From an optimization exercise on the open Yosys and OpenROAD flow, aimed at small area, a short achievable clock period and few clock cycles per item; shortcuts taken in it are not production practice. Only simulation tests tie the RTL to the original design; equivalence was not proved.

## pv_perturb_observe_mppt
module pv_perturb_observe_mppt (
	input  logic        clk,
	input  logic        arst_n,
	input  logic        sample_valid,
	output logic        sample_ready,
	input  logic [1:0]  sample_action,
	input  logic [14:0] sample_pv_voltage,
	input  logic [14:0] sample_pv_current,
	input  logic [14:0] sample_charge_current,
	input  logic        sample_pause,
	output logic        result_valid,
	input  logic        result_ready,
	output logic [14:0] result_voltage_ref,
	output logic        result_evaluated,
	output logic        result_forced_pulldown,
	input  logic        cfg_valid,
	output logic        cfg_ready,
	input  logic [2:0]  cfg_index,
	input  logic [15:0] cfg_data
);
	logic [VOLT_W-1:0] low_limit;
	logic [CNT_W-1:0]  interval;
	logic [VOLT_W-1:0] step;
	logic [VOLT_W-1:0] cur_min;
	logic [CNT_W-1:0]  filter;
	assign cfg_ready = 1'b1;
	always_ff @(posedge clk or negedge arst_n) begin
		if (!arst_n) begin
			low_limit <= RST_LOW_LIMIT;
			interval  <= RST_INTERVAL;
			step      <= RST_STEP;
			cur_min   <= RST_CURRENT_MIN;
			filter    <= RST_FILTER;
		end else if (cfg_valid) begin
			case (cfg_index)
				3'd0: low_limit <= cfg_data[VOLT_W-1:0];
				3'd1: interval  <= cfg_data[CNT_W-1:0];
				3'd2: step      <= cfg_data[VOLT_W-1:0];
				3'd3: cur_min   <= cfg_data[VOLT_W-1:0];
				3'd4: filter    <= cfg_data[CNT_W-1:0];
				default: begin
				end
			endcase
		end
	end
	logic              hv_q;    
	logic              en_q;    
	assign sample_ready = en_q;
	logic              s1_valid;
	logic [1:0]        s1_act;
	logic              s1_pause;
	logic              s1_chg;
	logic [VOLT_W-1:0] s1_v;
	logic [VOLT_W-1:0] s1_b;
	always_ff @(posedge clk or negedge arst_n) begin
		if (!arst_n)
			s1_valid <= 1'b0;
		else if (en_q)
			s1_valid <= sample_valid;
	end
	always_ff @(posedge clk) begin
		if (en_q) begin
			s1_act   <= sample_action;
			s1_pause <= sample_pause;
			s1_chg   <= (sample_charge_current < cur_min);
			s1_v     <= sample_pv_voltage;
			s1_b     <= sample_action[0] ? sample_pv_current : SEED_NUM;
		end
	end
	logic [POWER_W-1:0] row_a;
	logic [POWER_W-1:0] row_b;
  ...
Settings: LEC_CHECK=0, CAP_MARGIN=20, CORE_MARGIN=2, CORE_UTILIZATION=40, SLEW_MARGIN=20; clock period 11.5 ns.
standard.sh (not shown) runs the stock make flow with config.mk's settings and CLKGATE_MAP_FILE= SYNTH_SCRIPT=/design/flow/synth_recipe.tcl, a recipe that flattens the netlist after the stock synthesis.
==> flow/flow/run.sh <==
#!/bin/bash
# Standard ORFS layout (the standard.sh), with extra make settings read from
# flow/knobs.txt: the timing repair aims for extra setup slack and the port buffers use a
# plain buffer cell. The clock period and all constraints stay the design's.
set -euo pipefail
mapfile -t KNOBS < <(grep -v '^#' flow/knobs.txt | grep .)
bash standard.sh "${KNOBS[@]}" finish > flow_standard.log 2>&1
==> flow/flow/knobs.txt <==
SETUP_SLACK_MARGIN=7
BUFFER_PORTS_ARGS=-buffer_cell sky130_fd_sc_hd__buf_2
Testbench counts at the start, summed over its fixed seeds: cycles 12,115, items 12,083.
Rerun with:
==> flow/flow/run.sh (replaced) <==
#!/bin/bash
# Standard ORFS layout, with the timing repair steps aiming for extra setup slack.
# The clock period and all constraints stay the design's; only the repair target changes.
set -euo pipefail
MARGIN=$(cat flow/margin.txt)
bash standard.sh SETUP_SLACK_MARGIN=$MARGIN finish > flow_standard.log 2>&1
==> flow/flow/margin.txt (new file) <==
7
removed: flow/flow/knobs.txt
What happened:
- utilization grows by 0.34 points
- global-route usage goes down by 0.15 points
- register-to-register slack improved by 0.13 ns
- non-clock buffer count fell by 22
- routed wire length is lower by 1.6%
Rerun with:
==> flow/flow/run.sh (replaced) <==
#!/bin/bash
# Standard ORFS layout (the standard.sh), with extra make settings read from
# flow/knobs.txt: the timing repair aims for extra setup slack and the port buffers use a
# plain buffer cell. The clock period and all constraints stay the design's.
set -euo pipefail
mapfile -t KNOBS < <(grep -v '^#' flow/knobs.txt | grep .)
bash standard.sh "${KNOBS[@]}" finish > flow_standard.log 2>&1
==> flow/flow/knobs.txt (new file) <==
SETUP_SLACK_MARGIN=6
BUFFER_PORTS_ARGS=-buffer_cell sky130_fd_sc_hd__buf_2
removed: flow/flow/margin.txt
- non-clock buffer count decreases by 61
- worst hold slack degrades by 0.013 ns
- routed wire length shrinks by 1.1%
- maximum frequency shrinks by 15%
- die area stays the same
- final cell count went down by 1.6%
- worst setup slack is worse by 0.78 ns
- design area drops by 4.8%
- sequential share of layout area went up by 1.5 points
- sequential cell count is unchanged

lane 5:
Another version of the RTL of pv_perturb_observe_mppt (not shown whole).
Size: about 2600 cells after synthesis, ~290 flip-flops, roughly 92 I/O pins.
clock: 11.5 ns
lec_check: 0
cap_margin: 20
core_margin: 2
core_utilization: 40
slew_margin: 20
==> flow/flow/run.sh <==
#!/bin/bash
# Standard ORFS layout, with the timing repair steps aiming for extra setup slack.
# The clock period and all constraints stay the design's; only the repair target changes.
set -euo pipefail
MARGIN=$(cat flow/margin.txt)
bash standard.sh SETUP_SLACK_MARGIN=$MARGIN finish > flow_standard.log 2>&1
==> flow/flow/margin.txt <==
7.5
Testbench counts of lane 5, summed over its fixed seeds: cycles 12,107, items 12,083.
Input-level comparison between lane 3 and lane 5:
- putting SETUP_SLACK_MARGIN at 5 where nothing was set
==> flow/run.sh (new file) <==
#!/bin/bash
# synth_recipe.tcl (not shown) runs the flow's synth.tcl, then flattens the netlist and writes it again
# the make line also repeats each setting of config.mk as NAME=value (left out here)
make -C /OpenROAD-flow-scripts/flow DESIGN_CONFIG=/design/flow/config.mk WORK_HOME=/design/flow/orfs CLKGATE_MAP_FILE= SYNTH_SCRIPT=/design/flow/synth_recipe.tcl finish
removed: flow/flow/run.sh
removed: flow/flow/margin.txt
removed: flow/standard.sh
[summary]
Compared with lane 5, lane 3 shows a pre-CTS setup slack that is 0.32 ns lower. [compare] base=lane 5 new=lane 3: clock network contribution to total cell area level; wire length of the first global-routing pass went down 2.4%; global routing usage on met3 neither gained nor lost much; critical path depth +2. Total non-filler cell area in the finished layout (higher): lane 5. In lane 3 the worst hold slack turned out 0.018 ns higher than in lane 5.

pv_perturb_observe_mppt, a different RTL version from the one above (not shown whole).
Size in the first run: roughly 3,000 cells after synthesis, ~410 flip-flops, roughly 92 I/O pins, about 30,000 µm² of cells after synthesis.
export LEC_CHECK = 0
export CAP_MARGIN = 20
export CORE_MARGIN = 2
export CORE_UTILIZATION = 40
export SLEW_MARGIN = 20
create_clock -name core_clock -period 11.5 [get_ports {clk}]
==> flow/flow/run.sh <==
#!/bin/bash
# Standard ORFS layout (the standard.sh), with extra make settings read from
# flow/knobs.txt: the timing repair aims for extra setup slack and the port buffers use a
# plain buffer cell. The clock period and all constraints stay the design's.
set -euo pipefail
mapfile -t KNOBS < <(grep -v '^#' flow/knobs.txt | grep .)
bash standard.sh "${KNOBS[@]}" finish > flow_standard.log 2>&1
==> flow/flow/knobs.txt <==
SETUP_SLACK_MARGIN=8
BUFFER_PORTS_ARGS=-buffer_cell sky130_fd_sc_hd__buf_2
Testbench counts at the start, summed over its fixed seeds: cycles 12,115, items 12,083.
Then changed:
==> flow/flow/knobs.txt (replaced) <==
SETUP_SLACK_MARGIN=7
BUFFER_PORTS_ARGS=-buffer_cell sky130_fd_sc_hd__buf_2
=> Flip-flop and latch count does not change; worst setup slack gets worse by 0.24 ns.

== oak ==
Another version of the RTL of pv_perturb_observe_mppt (not shown whole).
Size: about 2,800 cells after synthesis, about 29,000 um2 of cells after synthesis.
==> flow/design.v (excerpt) <==
module pv_perturb_observe_mppt (
	input  logic        clk,
	input  logic        arst_n,
	input  logic        sample_valid,
	output logic        sample_ready,
	input  logic [1:0]  sample_action,
	input  logic [14:0] sample_pv_voltage,
	input  logic [14:0] sample_pv_current,
	input  logic [14:0] sample_charge_current,
	input  logic        sample_pause,
	output logic        result_valid,
	input  logic        result_ready,
	output logic [14:0] result_voltage_ref,
	output logic        result_evaluated,
	output logic        result_forced_pulldown,
	input  logic        cfg_valid,
	output logic        cfg_ready,
	input  logic [2:0]  cfg_index,
	input  logic [15:0] cfg_data
);
export LEC_CHECK = 0
export CAP_MARGIN = 20
export CORE_MARGIN = 2
export CORE_UTILIZATION = 40
export SLEW_MARGIN = 20
create_clock -name core_clock -period 11.5 [get_ports {clk}]
==> flow/flow/knobs.txt <==
SETUP_SLACK_MARGIN=7.5
BUFFER_PORTS_ARGS=-buffer_cell sky130_fd_sc_hd__buf_2
Scripts as last shown in full above: flow/flow/run.sh
Testbench counts of oak, summed over its fixed seeds: cycles 12,115, items 12,083.
### oak -> pine
==> flow/flow/knobs.txt <==
SETUP_SLACK_MARGIN=7
BUFFER_PORTS_ARGS=-buffer_cell sky130_fd_sc_hd__buf_2
### Flow results
pine did not stop at any stage, and its layout met the timing, design-rule and antenna checks. Against oak, the final cell area of pine is lower. pine vs oak, normalized max-slew margin went down by 0.95 points. Compared with oak, pine shows clock period minus final worst setup slack higher by 420 ps. Compared with oak, placement density in the core of pine is lower. Diff oak..pine | xor/xnor cell area share of the yosys netlist | unchanged. Summary of pine over oak: maximum frequency dropped 9.8%.
Modified inputs, birch compared to pine
# pine
export LEC_CHECK = 0
export CAP_MARGIN = 20
export CORE_MARGIN = 2
export CORE_UTILIZATION = 40
export SLEW_MARGIN = 20
create_clock -name core_clock -period 11.5 [get_ports {clk}]
# birch
export LEC_CHECK = 0
export CAP_MARGIN = 20
export CORE_MARGIN = 2
export CORE_UTILIZATION = 40
export CTS_BUF_LIST = sky130_fd_sc_hd__clkbuf_16
export CTS_CLUSTER_DIAMETER = 80
export CTS_CLUSTER_SIZE = 25
export SLEW_MARGIN = 20
create_clock -name core_clock -period 11.5 [get_ports {clk}]
==> flow/flow/knobs.txt <==
SETUP_SLACK_MARGIN=7.5
BUFFER_PORTS_ARGS=-buffer_cell sky130_fd_sc_hd__buf_2
### Flow results
Summary — layout overhead on the synthesized area, birch relative to pine: lower, by 1.4 points. Taking pine as the reference, in birch number of failing setup endpoints in the final timing report ~0 delta; total negative slack has remained practically unchanged; global-route wire length before repair saw a decrease; fraction of synthesis flops using an asynchronous set or reset pin essentially unchanged.
## Diff of input files: maple against birch
# birch
export LEC_CHECK = 0
export CAP_MARGIN = 20
export CORE_MARGIN = 2
export CORE_UTILIZATION = 40
export CTS_BUF_LIST = sky130_fd_sc_hd__clkbuf_16
export CTS_CLUSTER_DIAMETER = 80
export CTS_CLUSTER_SIZE = 25
export SLEW_MARGIN = 20
create_clock -name core_clock -period 11.5 [get_ports {clk}]
# maple
export LEC_CHECK = 0
export CAP_MARGIN = 20
export CORE_MARGIN = 2
export CORE_UTILIZATION = 40
export CTS_BUF_LIST = sky130_fd_sc_hd__clkbuf_8 sky130_fd_sc_hd__clkbuf_16
export CTS_CLUSTER_DIAMETER = 100
export CTS_CLUSTER_SIZE = 30
export SLEW_MARGIN = 20
create_clock -name core_clock -period 11.5 [get_ports {clk}]
==> flow/flow/knobs.txt <==
SETUP_SLACK_MARGIN=7.5
BUFFER_PORTS_ARGS=-buffer_cell sky130_fd_sc_hd__buf_1
==> run summary <==
Status: synthesized-area fraction occupied by xor and xnor cells parity (maple, birch). Changes observed in maple relative to birch: maximum frequency now sits lower; latest clock arrival within the worst-skew pair held. Re sequential cell count: no difference whatsoever between birch and maple. birch → maple: sequential share of layout area has increased, routed wire length has decreased, total global routing track utilization has decreased, worst-case setup margin in the final layout has decreased. maple ended up with a higher post-layout minimum cycle time than birch did.

re-timing with driven ports:
In the flow no input, the clock included, has a driving cell. The finished layouts below were timed again as built, in two steps. Step 1 assumes that a clkbuf_16 drives the clock port and a buf_2 every other input. Step 2, shift: input delay + t, output delay - t, t = (earliest + latest rising clock arrival at the registers) / 2. This alone moves slack from input paths to output paths. a / b / c = no drivers / after step 1 / after step 2; a / b = the first two.
| run | t, ns | setup WS [ns] | latest minus earliest clock arrival (ns) |
|---|---|---|---|
| the first run of note 1 | 0.649 | 6.834 / 6.834 / 6.834 | 0.033 / 0.033 |
| the second run of note 1 | 0.649 | 6.962 / 6.962 / 6.891 | 0.025 / 0.025 |
| the third run of note 1 | 0.648 | 6.183 / 6.183 / 6.183 | 0.030 / 0.030 |
| lane 5 | 0.617 | 5.066 / 5.066 / 5.066 | 0.031 / 0.031 |
| lane 3 | 0.619 | 5.052 / 5.052 / 5.052 | 0.030 / 0.030 |
| the first run of note 3 | 0.670 | 7.617 / 7.617 / 7.494 | 0.031 / 0.032 |
| the second run of note 3 | 0.662 | 7.378 / 7.378 / 7.249 | 0.034 / 0.034 |
| oak | 0.663 | 7.616 / 7.616 / 7.280 | 0.051 / 0.051 |
| pine | 0.658 | 7.192 / 7.192 / 7.192 | 0.053 / 0.054 |
| birch | 0.656 | 7.580 / 7.580 / 7.294 | 0.044 / 0.044 |
| maple | 0.644 | 7.560 / 7.560 / 7.330 | 0.034 / 0.034 |
After both steps setup and hold are still met in every run listed. The setup slack of oak, which loses most, moves by 0.000 ns with the drivers and by -0.336 ns with both steps.
